What follows belongs to an exercise in optimizing a design on an open flow for small area and a short achievable clock period; a production flow would make more cautious choices.
No functional check of the RTL was part of any run shown here.
Power figures rest on the tool's default switching activity, not on a simulated workload.

--- flow/design.v ---
`timescale 1ns/1ns
`default_nettype none
package cray_pkg;
   localparam logic [6:0]  VL_RESET    = 7'd64;
   localparam logic [17:0] LIMIT_RESET = 18'h3FFFF;
endpackage
`default_nettype wire
`timescale 1ns/1ns
`default_nettype none
module addr_unit
(
   input  wire  [23:0]  i_x,
   input  wire  [23:0]  i_y,
   input  wire          i_flip,
   input  wire          i_flip_x,
   output logic [23:0]  o_sum,
   output logic [23:0]  o_sum_x
);
   logic [23:0] g, p, c;
   logic [23:0] gl [6];
   logic [23:0] pl [6];
   assign g = i_x & i_y;
   assign p = i_x ^ i_y;
   always_comb
   begin
      gl[0] = g;
      pl[0] = p;
      for (int l = 0; l < 5; l++)
         for (int b = 0; b < 24; b++)
            if (b >= (1 << l))
            begin
               gl[l+1][b] = gl[l][b] | (pl[l][b] & gl[l][b - (1 << l)]);
               pl[l+1][b] = pl[l][b] & pl[l][b - (1 << l)];
            end
            else
            begin
               gl[l+1][b] = gl[l][b];
               pl[l+1][b] = pl[l][b];
            end
   end
   assign c       = {gl[5][22:0], 1'b0};
   assign o_sum   = (p ^ {24{i_flip}}) ^ c;
   assign o_sum_x = (p ^ {24{i_flip_x}}) ^ c;
endmodule
`default_nettype wire
`timescale 1ns/1ns
`default_nettype none
module cray_core_top
(
   input  wire          clk,
   input  wire          rst,
   input  wire  [15:0]  i_nip_nxt,
   input  wire  [63:0]  i_word_nxt,
   input  wire          i_nip_vld,
   output logic [23:0]  o_p_addr,
   output logic         o_clear_ibufs,
   output logic         o_mem_ce,
   output logic [63:0]  o_data_to_mem,
   output logic         o_mem_wr_en
);
   logic s_exec, s_clr, s_fetch, s_wait, s_store, s_load, s_done;
   logic clr_q;
   logic [3:0]  cnt;
   logic [3:0]  cnt_nxt;
   logic        last;
   logic        ctx_rst;
   logic        ctx_rst_nxt;
   logic [7:0]  active_xa;
   logic [7:0]  xa;
   logic [6:0]  vl;
   logic [17:0] base_addr;
   logic [17:0] limit_addr;
   logic [23:0] p_addr;
   logic [23:0] a_rf [8];
   logic [15:0] nip;
   logic        nip_vld;
   logic [2:0]  cls;
   logic [2:0]  ci, cj, ck;
   logic [23:0] op_a, op_b;
   localparam logic [2:0] C_NOP   = 3'b000;
   localparam logic [2:0] C_EXCH  = 3'b001;
   localparam logic [2:0] C_SETVL = 3'b010;
   localparam logic [2:0] C_IMM22 = 3'b100;
   localparam logic [2:0] C_IMM6  = 3'b101;
   localparam logic [2:0] C_ADD   = 3'b110;
   localparam logic [2:0] C_SUB   = 3'b111;
   logic [2:0]  nip_cls;
   logic        exch_req, shift, two_parcel_nip;
   logic        wr_en, set_vl;
   logic [23:0] result, wdata;
   logic        load_a;
   assign last    = &cnt;
   assign cnt_nxt = (s_store || s_load) ? cnt + 4'd1 : 4'd0;
   always_comb
   begin
      case (nip[15:9])
         7'o000, 7'o004: nip_cls = C_EXCH;
         7'o002:         nip_cls = C_SETVL;
         7'o020:         nip_cls = C_IMM22;
         7'o022:         nip_cls = C_IMM6;
         7'o030:         nip_cls = C_ADD;
         7'o031:         nip_cls = C_SUB;
         default:        nip_cls = C_NOP;
      endcase
   end
   assign exch_req       = (cls == C_EXCH);
   assign shift          = s_exec && i_nip_vld && !exch_req;
   assign two_parcel_nip = nip_vld && (nip[15:9] == 7'o020);
   always_ff @(posedge clk)
   begin
      if (rst)
      begin
         s_exec  <= 1'b0;
         s_clr   <= 1'b1;
         s_fetch <= 1'b0;
         s_wait  <= 1'b0;
         s_store <= 1'b0;
         s_load  <= 1'b0;
         s_done  <= 1'b0;
         clr_q   <= 1'b1;
         cnt     <= 4'd0;
      end
      else
      begin
         s_exec  <= (s_exec && !exch_req) || s_done;
         s_clr   <= s_exec && exch_req;
         s_fetch <= s_clr || (s_fetch && !i_nip_vld);
         s_wait  <= s_fetch && i_nip_vld;
         s_store <= s_wait || (s_store && !last);
         s_load  <= (s_store && last) || (s_load && !last);
         s_done  <= s_load && last;
         clr_q   <= (s_exec && exch_req) || (s_load && last);
         cnt     <= cnt_nxt;
      end
   end
   assign ctx_rst_nxt = rst || (ctx_rst && !s_done);
   always_ff @(posedge clk)
      ctx_rst <= ctx_rst_nxt;
   always_ff @(posedge clk)
   begin
      if (rst)
         active_xa <= 8'd0;
      else if (s_exec)
         active_xa <= xa;
   end
   always_ff @(posedge clk)
   begin
      if (s_clr || s_done)
      begin
         nip_vld <= 1'b0;
         cls     <= C_NOP;
      end
      else if (shift)
      begin
         nip_vld <= !two_parcel_nip;
         cls     <= nip_vld ? nip_cls : C_NOP;
      end
   end
   always_ff @(posedge clk)
   begin
      if (shift)
      begin
         nip <= i_nip_nxt;
         ci  <= nip[8:6];
         cj  <= nip[5:3];
         ck  <= nip[2:0];
      end
   end
   logic [2:0]  rj;
   logic [23:0] rd_j, rd_k;
   logic        fwd_j, fwd_k, zero_j, zero_k;
   assign rj     = s_exec ? nip[5:3] : cnt_nxt[2:0];
   assign rd_j   = a_rf[rj];
   assign rd_k   = a_rf[nip[2:0]];
   assign zero_j = s_exec && (nip[5:3] == 3'd0);    
   assign zero_k = (nip[2:0] == 3'd0);
   assign fwd_j  = s_exec && cls[2] && (ci == nip[5:3]) && !zero_j;
   assign fwd_k  = cls[2] && (ci == nip[2:0]) && !zero_k;
   always_ff @(posedge clk)
   begin
      if (shift || s_wait || s_store)
         op_a <= fwd_j ? result_x : (zero_j ? 24'd0 : rd_j) ^ {24{nsub}};
      if (shift)
         op_b <= fwd_k ? result : zero_k ? 24'd0 : rd_k;
   end
   logic [23:0] sum, sum_x, result_x;
   logic        sub, nsub;
   assign sub  = cls[0];
   assign nsub = s_exec && (nip_cls == C_SUB);
   addr_unit u_add (.i_x(op_a), .i_y(op_b), .i_flip(sub), .i_flip_x(sub ^ nsub),
                    .o_sum(sum), .o_sum_x(sum_x));
   assign wr_en  = shift && cls[2];
   assign set_vl = shift && (cls == C_SETVL);
   assign result = cls[1] ? sum : cls[0] ? {18'd0, cj, ck} : {2'd0, cj, ck, nip};
   assign result_x = cls[1] ? sum_x : (cls[0] ? {18'd0, cj, ck} : {2'd0, cj, ck, nip}) ^ {24{nsub}};
   assign load_a = s_load && !cnt[3];
   assign wdata  = s_load ? i_word_nxt[23:0] : result;
   always_ff @(posedge clk)
   begin
      for (int n = 0; n < 8; n++)
         if ((load_a && cnt[2:0] == 3'(n)) || (wr_en && ci == 3'(n)))
            a_rf[n] <= wdata;
   end
   logic [23:0] p_inc;
   always_comb
      for (int b = 0; b < 24; b++)
         p_inc[b] = p_addr[b] ^ (&(p_addr | ~((24'd1 << b) - 24'd1)));
   always_ff @(posedge clk)
   begin
      if (shift)
         p_addr <= p_inc;
      else if (s_load && cnt == 4'd0)
         p_addr <= i_word_nxt[47:24];
   end
   always_ff @(posedge clk)
   begin
      if (s_load && cnt == 4'd1) base_addr  <= i_word_nxt[45:28];
      if (s_load && cnt == 4'd2) limit_addr <= i_word_nxt[45:28];
      if (s_load && cnt == 4'd3) xa         <= i_word_nxt[47:40];
      if (s_load && cnt == 4'd3)
         vl <= i_word_nxt[39:33];
      else if (set_vl)
         vl <= (ck == 3'd0) ? 7'd1 : op_b[6:0];    
   end
   logic sel_a, sel_p, sel_b, sel_l, sel_l1, sel_x, sel_v, sel_v1;
   always_ff @(posedge clk)
   begin
      sel_a  <= !cnt_nxt[3] && !ctx_rst_nxt;
      sel_p  <= (cnt_nxt == 4'd0) && !ctx_rst_nxt;
      sel_b  <= (cnt_nxt == 4'd1) && !ctx_rst_nxt;
      sel_l  <= (cnt_nxt == 4'd2) && !ctx_rst_nxt;
      sel_l1 <= (cnt_nxt == 4'd2) &&  ctx_rst_nxt;
      sel_x  <= (cnt_nxt == 4'd3);
      sel_v  <= (cnt_nxt == 4'd3) && !ctx_rst_nxt;
      sel_v1 <= (cnt_nxt == 4'd3) &&  ctx_rst_nxt;
   end
   logic [23:0] st_hi;
   assign st_hi = ({24{sel_p}} & p_addr)
                | ({24{sel_b}} & {2'd0, base_addr, 4'd0})
                | ({24{sel_l}} & {2'd0, limit_addr, 4'd0})
                | ({24{sel_l1}} & {2'd0, cray_pkg::LIMIT_RESET, 4'd0})
                | ({24{sel_x}} & {active_xa, 16'd0})
                | ({24{sel_v}} & {8'd0, vl, 9'd0})
                | ({24{sel_v1}} & {8'd0, cray_pkg::VL_RESET, 9'd0});
   assign o_p_addr      = s_exec ? p_addr : {10'd0, active_xa, cnt, 2'b00};
   assign o_clear_ibufs = clr_q;
   assign o_mem_ce      = s_store;
   assign o_mem_wr_en   = s_store;
   assign o_data_to_mem = {16'd0, st_hi, op_a & {24{sel_a}}};
endmodule
`default_nettype wire
--- flow/flow/run.sh ---
#!/bin/bash
# Standard ORFS layout (the standard.sh, standard synthesis unchanged),
# except that buffer_ports puts plain buf_2 buffers on the I/O ports instead
# of the delay buffers it picks by default.
# Full make output goes to make.log; ORFS keeps each step's log in orfs/logs.
set -euo pipefail
export BUFFER_PORTS_ARGS="-buffer_cell sky130_fd_sc_hd__buf_2"
bash standard.sh > make.log 2>&1
--- flow/standard.sh ---
#!/bin/bash
# synth_recipe.tcl (not shown) runs the flow's synth.tcl, then flattens the netlist and writes it again
# the make line also repeats each setting of config.mk as NAME=value (left out here)
make -C /OpenROAD-flow-scripts/flow DESIGN_CONFIG=/design/flow/config.mk WORK_HOME=/design/flow/orfs CLKGATE_MAP_FILE= SYNTH_SCRIPT=/design/flow/synth_recipe.tcl "${@:-finish}"
--- flow/config.mk ---
export PLATFORM = sky130hd
export DESIGN_NAME = cray_core_top
export DESIGN_NICKNAME = cray_core_top
export VERILOG_FILES = /design/flow/design.v
export SDC_FILE = /design/flow/constraint.sdc
export NUM_CORES = 4
export LEC_CHECK = 0
export CAP_MARGIN = 20
export CORE_MARGIN = 2
export CORE_UTILIZATION = 55
export SETUP_SLACK_MARGIN = 3.0
export SLEW_MARGIN = 20
--- flow/constraint.sdc ---
create_clock -name core_clock -period 6.0 [get_ports {clk}]
set_input_delay 1.2000 -clock core_clock [delete_from_list [all_inputs] [get_ports {clk}]]
set_output_delay 1.2000 -clock core_clock [all_outputs]
set_load 0.01 [all_outputs]
==> impl_results.md, run 1 <==
* Clock transition at the registers of the reported paths at approximately 60 ps
* Max Cap Viol at 0
* Wire per inst at 26.64 um
* PnR worst setup slack at just under 3000 ps
* Worst slew pin tran at between 1000 and 1500 ps
* I/O pins at around 170
* Final Hold Fails at 0
* Routability congestion estimate at about 0.92
* Yosys reg bits at 373
* Critical Path AT at approximately 3400 ps
* Vias at 15.49k
* Layout cells sized above 1 at 0.2474
* N_diodes at 0
* CP max FO at 8
* Clock Latency Late Sink at ~580 ps
* Setup TNS at 0 ps
* DR DRC count at 0
* XOR/XNOR share of the synthesized area at 0.03610
* Crit path capture type: flip-flop
* CTS H-tree lvls at 2
* Synth unique cells at 87
* Die W at just under 200 um
* Yosys Warn Count at 5
* Most instantiated library cell after synthesis: edfxtp_1
* Detailed Place HPWL at approximately 41 mm
* Drt total wl at ~63 mm
* Max-Slew Margin vs Limit at 0.2576
* Initial Utilization at 0.5612
* Gate Count Post-Synth at between 1.5k and 2k
* Synth Area in Adders at 0.02184
* IO buf count at 141
* Critical Path RT at 6350 ps
* GRT Max-Usage Layer: met1
* Post-synth EDFFs at 340
* NumNets Final at 2010
* Longest Clk Path Bufs at 3
* Number of CTS-inserted buffers at 42
* R2r setup slk at 2910 ps
* Final Cycle Share at 0.5149
* Endpoints failing setup at 0
* Post-Route Skew at a little over 20 ps
* Area grow syn2layout at 18.59%
* Simple-Gate Fraction of Synth Area at 0.1271
* Mapped Avg Cell Area at around 11 um^2
* HP Class: flip-flop to flip-flop
* Crit path kind: flip-flop to flip-flop
* Largest family of logic cells by synthesized area: compound AO/OA/AOI/OAI gates
* Worst setup startpoint: op_b[1]
* Post-synthesis sequential area ratio at 0.5580
* Place WS at roughly 2200 ps
* Final Max Slew Viols at 0
* Worst r2r dst: a_rf[2][15]
* Reg2reg path depth at 11
* Vias in the first global route at ~14k
* Root buf cell: clkbuf_16
* GRT Util Overall at 0.3396
* Standard-cell rows at between 60 and 70
* Ys async rst share at 0
* Crit start category: flip-flop
* Die area at about 0.037 mm^2
* Routing usage on met2 at 0.5003
* Synth area leaders: edfxtp_1 52%, nand2_1 4.4%, a21oi_1 3.7%
* Pre-antenna DRT Iters at 8
* Main synth FF type: edfxtp_1
* Mapped cell area at around 0.019 mm^2
* Vias per inst at around 6.5
* GR met1 Demand/Resource at 0.5045
* WHS Path Cells at 2
* Status: timing/DRC/antenna clean
* Max VDD drop at between 200 and 300 uV
* Gr ovfl total at 0
* Biggest area consumer among synthesized cells: edfxtp_1
* First-pass GRT wire length at between 90 and 100 mm
* DRT iter0 DRCs at roughly 1.9k
* Hold path endpoint: s_wait
* Synth top area share at 0.5241
* Lkg Pwr at around 8.5 nW
* Total clock sinks at between 300 and 400
* Power density cells at roughly 240 mW/mm^2
* RSZ-0062 raised after global routing: yes
* Synth top cells by count: 340 x edfxtp_1, 230 x nand2_1, 143 x a21oi_1
* Post-route ant nets at 0
* Mux share of post-synthesis cell area at 0.05305
* Worst min-delay path startpoint: s_fetch
* Crit path time final at slightly above 3000 ps
* Peak Freq at about 320 MHz
* Fraction of the mapped netlist area in compound gates at 0.1654
* CTS tree: yes
* Met3 usage at 0.05902
* Core area at ~0.035 mm^2
* Critical R2R Launch: op_b[1]
* Initial antenna violation count at 0
* Die height at 192.2 um
* Largest net degree at the start of global routing at 49
## power by group
group	leakage [nW]	internal, mW	total, mW	switching (mW)
Sequential	3.33	2.81	2.82	0.00936
Clock	0.662	1.46	2.53	1.06
Combinational	4.50	0.0870	0.205	0.118
## registers in the layout (all words and copies together) (netlist names), 7 cells and up, named ones only
signal / cells
active_xa: 8
limit_addr: 18
xa: 8
nip: 16
p_addr: 24
a_rf: 192
vl: 7
base_addr: 18
op_b: 24
op_a: 24
## layout by cell type (no fill, tap or decap), types with 14 or more instances in the layout
cell type  count
o21ai_0       93
mux2_2        22
nand3_1       42
a21o_1        17
a22oi_1       16
and2_1        47
edfxtp_1     340
dfxtp_1       24
o22ai_1       16
xnor2_1       46
inv_1         17
mux2i_1       31
a21oi_1      127
conb_1        16
clkbuf_16     45
nand2_1      226
nor3_1        18
mux4_2        17
ha_1          16
buf_4         70
o21ai_1       15
xor2_1        22
nor2b_1       19
a222oi_1      14
buf_2        141
nor2_1        82
## per-stage QoR
step                instance area (um^2)  cells  total power, mW    util  hold WS, ps
detailed placement                 20470   2249            3.040  0.5898        430.4
global placement                   20470   2249            3.038  0.5898        426.8
floorplan                          19540   1752            2.983       -        416.6
CTS                                22400   2345            5.542  0.6451        438.1
global route                       23100   2379            5.684  0.6655        453.0
finish                             23100   2379            5.554  0.6655        435.9
## layer usage
layer / vias to the layer above / routed length [um]
met1: 7594 / 26290
met5: - / 0
li1: 6837 / -
met3: 131 / 7370
met2: 925 / 27500
met4: 0 / 2211
## critical path: stages (launching register included)
cell and delay (ps):
edfxtp_1 510, ha_4 310, a21o_1 170, nand4_1 110, buf_4 150, a21oi_4 60
buf_6 130, o41ai_4 420, o21ai_2 120, xor2_1 190, mux2_4 360, a31oi_4 350
## worst max-delay path by stage
stage                              to  slack [ps]
after floorplan               op_a[0]        3050
after global placement    a_rf[4][20]        2190
after detailed placement     op_a[21]        2160
after CTS                    op_a[18]        2910
after global routing      a_rf[6][15]        2880
final                     a_rf[2][15]        2910
## what timing repair did
item,in CTS,in global routing
gates cloned,1,1
buffers inserted,20,32
hold buffers,0,0
resized for setup,90,90
setup endpoints to repair,293,236
pin swaps,14,25
## cell families after synthesis
logic type | Yosys count
AO/OA/AOI/OAI | 492
XOR/XNOR | 75
adder cells (fa/ha/maj) | 34
buffers and inverters | 159
flip-flops | 373
multiplexers | 78
other | 1
AND/OR/NAND/NOR | 525
## area by class of cell
type / count / area [um^2]
clock buffer: 57 / 1174
clock inverter: 18 / 155.1
fill: 2672 / 11610
inverter: 22 / 86.33
multi-input combinational: 1220 / 8623
sequential: 373 / 10890
tap: 455 / 569.3
timing repair buffer: 234 / 1607
==> inputs of run 2 (changes only) <==
--- a/flow/design.v
+++ b/flow/design.v
@@ -12,10 +12,8 @@
    input  wire  [23:0]  i_x,
    input  wire  [23:0]  i_y,
-   input  wire          i_flip,
-   input  wire          i_flip_x,
-   output logic [23:0]  o_sum,
-   output logic [23:0]  o_sum_x
+   input  wire          i_cin,
+   output logic [23:0]  o_sum
 );
-   logic [23:0] g, p, c;
+   logic [23:0] g, p;
    logic [23:0] gl [6];
    logic [23:0] pl [6];
@@ -26,4 +24,5 @@
       gl[0] = g;
       pl[0] = p;
+      gl[0][0] = g[0] | (p[0] & i_cin);
       for (int l = 0; l < 5; l++)
          for (int b = 0; b < 24; b++)
@@ -39,7 +38,5 @@
             end
    end
-   assign c       = {gl[5][22:0], 1'b0};
-   assign o_sum   = (p ^ {24{i_flip}}) ^ c;
-   assign o_sum_x = (p ^ {24{i_flip_x}}) ^ c;
+   assign o_sum = p ^ {gl[5][22:0], i_cin};
 endmodule
 `default_nettype wire
@@ -167,7 +164,14 @@
       end
    end
+   logic [23:0] res_q;
+   logic        wr_q;
+   logic [2:0]  wi_q;
    logic [2:0]  rj;
-   logic [23:0] rd_j, rd_k;
-   logic        fwd_j, fwd_k, zero_j, zero_k;
+   logic [23:0] rd_j, rd_k, pre_a, pre_b, imm;
+   logic        zero_j, zero_k;
+   logic        fa_j, fa_k, fi_j, fi_k, fq_j, fq_k;
+   logic        alu_op;
+   assign alu_op = cls[2] && cls[1];    
+   assign imm    = cls[0] ? {18'd0, cj, ck} : {2'd0, cj, ck, nip};
    assign rj     = s_exec ? nip[5:3] : cnt_nxt[2:0];
    assign rd_j   = a_rf[rj];
@@ -175,29 +179,38 @@
    assign zero_j = s_exec && (nip[5:3] == 3'd0);    
    assign zero_k = (nip[2:0] == 3'd0);
-   assign fwd_j  = s_exec && cls[2] && (ci == nip[5:3]) && !zero_j;
-   assign fwd_k  = cls[2] && (ci == nip[2:0]) && !zero_k;
+   assign fa_j   = s_exec && cls[2] && (ci == nip[5:3]) && !zero_j &&  cls[1];
+   assign fi_j   = s_exec && cls[2] && (ci == nip[5:3]) && !zero_j && !cls[1];
+   assign fa_k   = cls[2] && (ci == nip[2:0]) && !zero_k &&  cls[1];
+   assign fi_k   = cls[2] && (ci == nip[2:0]) && !zero_k && !cls[1];
+   assign fq_j   = s_exec && wr_q && (wi_q == nip[5:3]) && !zero_j;
+   assign fq_k   = wr_q && (wi_q == nip[2:0]) && !zero_k;
+   assign pre_a  = fi_j ? imm : fq_j ? res_q : zero_j ? 24'd0 : rd_j;
+   assign pre_b  = fi_k ? imm : fq_k ? res_q : zero_k ? 24'd0 : rd_k;
+   logic [23:0] sum;
+   logic        sub;
+   assign sub = cls[0];
+   addr_unit u_add (.i_x(op_a), .i_y(op_b ^ {24{sub}}), .i_cin(sub), .o_sum(sum));
    always_ff @(posedge clk)
    begin
       if (shift || s_wait || s_store)
-         op_a <= fwd_j ? result_x : (zero_j ? 24'd0 : rd_j) ^ {24{nsub}};
+         op_a <= fa_j ? sum : pre_a;
       if (shift)
-         op_b <= fwd_k ? result : zero_k ? 24'd0 : rd_k;
-   end
-   logic [23:0] sum, sum_x, result_x;
-   logic        sub, nsub;
-   assign sub  = cls[0];
-   assign nsub = s_exec && (nip_cls == C_SUB);
-   addr_unit u_add (.i_x(op_a), .i_y(op_b), .i_flip(sub), .i_flip_x(sub ^ nsub),
-                    .o_sum(sum), .o_sum_x(sum_x));
+         op_b <= fa_k ? sum : pre_b;
+   end
    assign wr_en  = shift && cls[2];
    assign set_vl = shift && (cls == C_SETVL);
-   assign result = cls[1] ? sum : cls[0] ? {18'd0, cj, ck} : {2'd0, cj, ck, nip};
-   assign result_x = cls[1] ? sum_x : (cls[0] ? {18'd0, cj, ck} : {2'd0, cj, ck, nip}) ^ {24{nsub}};
+   assign result = alu_op ? sum : imm;
    assign load_a = s_load && !cnt[3];
-   assign wdata  = s_load ? i_word_nxt[23:0] : result;
+   assign wdata  = s_load ? i_word_nxt[23:0] : res_q;
+   always_ff @(posedge clk)
+   begin
+      res_q <= result;
+      wr_q  <= wr_en;
+      wi_q  <= ci;
+   end
    always_ff @(posedge clk)
    begin
       for (int n = 0; n < 8; n++)
-         if ((load_a && cnt[2:0] == 3'(n)) || (wr_en && ci == 3'(n)))
+         if ((load_a && cnt[2:0] == 3'(n)) || (wr_q && wi_q == 3'(n)))
             a_rf[n] <= wdata;
    end
==> run 2 against run 1 <==
  * Still clean
  * Fmax increased by 2.4%
  * Core utilization decreased by 1.1 points
  * Sequential power increased by 7%
  * Count of clock-buffer cells in the layout decreased by 3
  * Setup slack improved by 73 ps
  * Critical path depth decreased by 1
  * Register-to-register slack improved by 70 ps
  * Critical path type unchanged
  * Largest cell class unchanged
==> impl_results.md, run 2 <==
* Die area at 0.03890 mm^2 (+5.3%)
* Critical R2R Launch: cls[0]
* Max-Slew Margin vs Limit at 0.3751 (+0.1175)
* DR DRC count at 0 (unchanged)
* CTS H-tree lvls at 2 (unchanged)
* Lkg Pwr at 8.920 nW (+5.0%)
* Die height at 197.2 um (+2.6%)
* Wire per inst at 26.71 um (+0.26%)
* Max reg flops at 192 (unchanged)
* CTS tree: yes
* Fillers at 2912 (+9.0%)
* CP bufs+invs at 2 (unchanged)
* Final Non-Filler Cells at 2470 (+3.8%)
* Final Cycle Share at 0.5028 (-0.01217)
* CP max FO at 10 (+2)
* RSZ-0062 raised after global routing: yes
* Routability congestion estimate at 0.8840 (-3.9%)
* Gr ovfl total at 0 (unchanged)
* Ys async rst share at 0 (unchanged)
* Initial Utilization at 0.5596 (-0.001571)
* Most frequent cells in the layout: 340 x edfxtp_1, 210 x nand2_1, 142 x buf_2
* NumNets Final at 2085 (+3.7%)
* Longest Clk Path Bufs at 3 (unchanged)
* Hold-fix buffers, CTS at 0 (unchanged)
* Setup TNS at 0 ps (unchanged)
* Most common cell after layout, fill and taps aside: edfxtp_1
* Synth top cells by count: 340 x edfxtp_1, 213 x nand2_1, 125 x a21oi_1
* Largest Register: a_rf
* Total clock sinks at 401 (+7.5%)
* Worst setup startpoint: cls[0]
* Post-synth EDFFs at 340 (unchanged)
* Crit path kind: flip-flop to flip-flop
* I/O pins at 174 (unchanged)
* Synth area leaders: edfxtp_1 50%, dfxtp_1 5.9%, nand2_1 3.9%
* Most instantiated library cell after synthesis: edfxtp_1
* Vias per inst at 6.526 (+0.24%)
* Worst min-delay path startpoint: s_fetch
* Main synth FF type: edfxtp_1
* R2r setup slk at 2980 ps (+70 ps)
* Initial antenna violation count at 1 (+1)
* Standard-cell rows at 70 (+2.9%)
* Max VDD drop at 227.6 uV (-9.5%)
* Crit path time final at 3017 ps (-73.02 ps)
* Final Hold Fails at 0 (unchanged)
* Status: timing/DRC/antenna clean
* First-pass GRT wire length at 95.53 mm (+4.5%)
* DRT iter0 DRCs at 1826 (-2.8%)
* Biggest area consumer among synthesized cells: edfxtp_1
* IO buf count at 141 (unchanged)
* Synth unique cells at 87 (unchanged)
* Power density cells at 242.2 mW/mm^2 (+0.74%)
* Yosys Warn Count at 5 (unchanged)
* Layout cells sized above 1 at 0.2399 (-0.007521)
* Area grow syn2layout at 17.04%
* Critical Path RT at 6310 ps (-40 ps)
* Post-Route Skew at 14.78 ps (-5.719 ps)
* Core area at 0.03670 mm^2 (+5.7%)
* Detailed Place HPWL at 41.71 mm (+1.1%)
* Endpoints failing setup at 0 (unchanged)
* Vias in the first global route at 15.08k (+4.7%)
* Post-synthesis sequential area ratio at 0.5566 (-0.001398)
* Crit path capture type: flip-flop
* Pre-antenna DRT Iters at 7 (-1)
* Crit path cell chain: buf_12 -> buf_4 -> xor2_1 -> ha_1 -> nand2_1 -> or3_1 -> o31ai_4 -> xnor2_1 -> a2bb2oi_1 -> mux2i_1
* Worst slew pin tran at 936.4 ps (-165.6 ps)
* Crit start category: flip-flop
* Mapped cell area at 0.02054 mm^2 (+5.4%)
* Slowest stage delay, CP at 420 ps (-90 ps)
* Gate Count Post-Synth at 1819 (+4.7%)
* Critical Path AT at 3330 ps (-110 ps)
* Worst path slowest cell: or3_1
* Vias at 16.12k (+4.1%)
* Placed instance count at 2338 (+4.0%)
* Post-route ant nets at 0 (unchanged)
* Final Max Slew Viols at 0 (unchanged)
* Yosys reg bits at 401 (+7.5%)
* Clock transition at the registers of the reported paths at 70 ps (about the same)
* GRT Util Overall at 0.3328 (-0.006887)
* Critical path's top delay family: compound AO/OA/AOI/OAI gates
* Synth top area share at 0.4971 (-0.02695)
* Largest net degree at the start of global routing at 51 (+4.1%)
* Root buf cell: clkbuf_16
* Peak Freq at 331.5 MHz (+2.4%)
* Drt total wl at 65.97 mm (+4.1%)
* Util after Layout at 0.6550 (-0.01055)
* Number of CTS-inserted buffers at 44 (+4.8%)
* HP Class: flip-flop to flip-flop
* Die W at 197.2 um (+2.6%)
* Max Cap Viol at 0 (unchanged)
* Mapped Avg Cell Area at 11.29 um^2 (+0.67%)
* Clock Latency Late Sink at 590 ps (about the same)
[run 2: final timing paths]
| check | to | cells after the start |
|---|---|---|
| min reg2reg | s_wait | 2 |
| min | s_wait | 2 |
| max | op_b[18] | 10 |
| max reg2reg | op_b[18] | 10 |
[run 2: repair_timing]
item / in CTS / in global routing
gates resized for setup: 66 / 53
gates cloned: 3 / 3
buffers inserted: 34 / 12
endpoints found under the hold margin: 0 / 0
endpoints found under the setup margin: 228 / 98
pin swaps: 12 / 18
[run 2: report_power, final]
part           internal (mW)  switching, mW  total, mW
Combinational         0.0781          0.109      0.187
Sequential              3.00        0.00913       3.01
Clock                   1.48           1.14       2.63
[run 2: cells by family (layout without fill, tap and decap cells)]
family | after synthesis | in the layout | synth area share
buffers and inverters | 178 | 343 | 0.03960
xor gates and xnor gates | 68 | 68 | 0.02900
AOI/OAI and AO/OA | 503 | 505 | 0.1661
DFF | 401 | 401 | 0.5566
adders and majority gates | 34 | 34 | 0.02108
other | 1 | 17 | 0.0001826
and+or+nand+nor | 520 | 520 | 0.1170
muxes | 114 | 114 | 0.07049
[run 2: metal layers]
layer  vias to the layer above  part of all wire  GRT usage  routed length (um)
met5                         -                 0          0                   0
met4                         0             0.032     0.1167                2085
met3                       142              0.10    0.05856                6815
met2                       939              0.46     0.5209               30210
met1                      7864              0.41     0.4703               26850
li1                       7173                 -          -                   -
[run 2: area by class of cell]
type / instances / area, um^2 / area share
Timing Repair Buffer: 233 / 1615 / 0.06720
Sequential cell: 401 / 11450 / 0.4764
Tap cell: 468 / 585.6 / 0.02436
Antenna cell: 1 / 2.502 / 0.0001041
Multi-Input combinational cell: 1257 / 8889 / 0.3698
Clock buffer: 54 / 1139 / 0.04737
Clock inverter: 25 / 226.5 / 0.009422
Inverter: 31 / 127.6 / 0.005309
[run 2: per-stage QoR]
stage          total power [mW]  setup WS (ps)  instance area (um^2)  hold slack (ps)
6_report                  5.821           2983                 24040            450.2
5_1_grt                   5.960           2896                 24030            466.9
4_1_cts                   5.834           2706                 23640            448.9
3_5_place_dp              3.230           2087                 21610            436.7
3_3_place_gp              3.228           2098                 21610            439.7
2_1_floorplan             3.170           2908                 20650            406.7
[run 2: worst reg2reg max path: cells and delay by family, from the launching register on]
kind	cells	cell delay, ps
xor gates and xnor gates	2	400
muxes	1	120
DFF	1	380
adders and majority gates	1	360
and+or+nand+nor	2	550
buffers and inverters	2	300
AOI/OAI and AO/OA	2	640

==> separate check: timing with driven ports <==
The flow's constraints put no driver on any port. The routed layouts listed below were extracted and timed again, unchanged, in two steps. Step 1 assumes that a clkbuf_16 drives the clock port and a buf_2 every other input. Step 2 moves the port delays by t, midway between the first and last clock arrival at a register: inputs arrive t later, outputs are due t later. That takes back most of the time a late clock gives input paths. Three values: ideal, step 1, step 2; two values: the first two.
run	t (ns)	slack for setup (ns)	worst hold slack (ns)	worst setup path at the end	slew at the worst register clock pin (ns)
run 1	0.628	2.910 / 2.910 / 2.741	0.436 / 0.436 / 0.436	input to register	0.06 / 0.06
run 2	0.636	2.983 / 2.983 / 2.962	0.450 / 0.450 / 0.450	input to register	0.07 / 0.07
After both steps setup and hold are still met in every run listed. The setup slack of run 1, which loses most, moves by 0.000 ns with the drivers and by -0.169 ns with both steps.
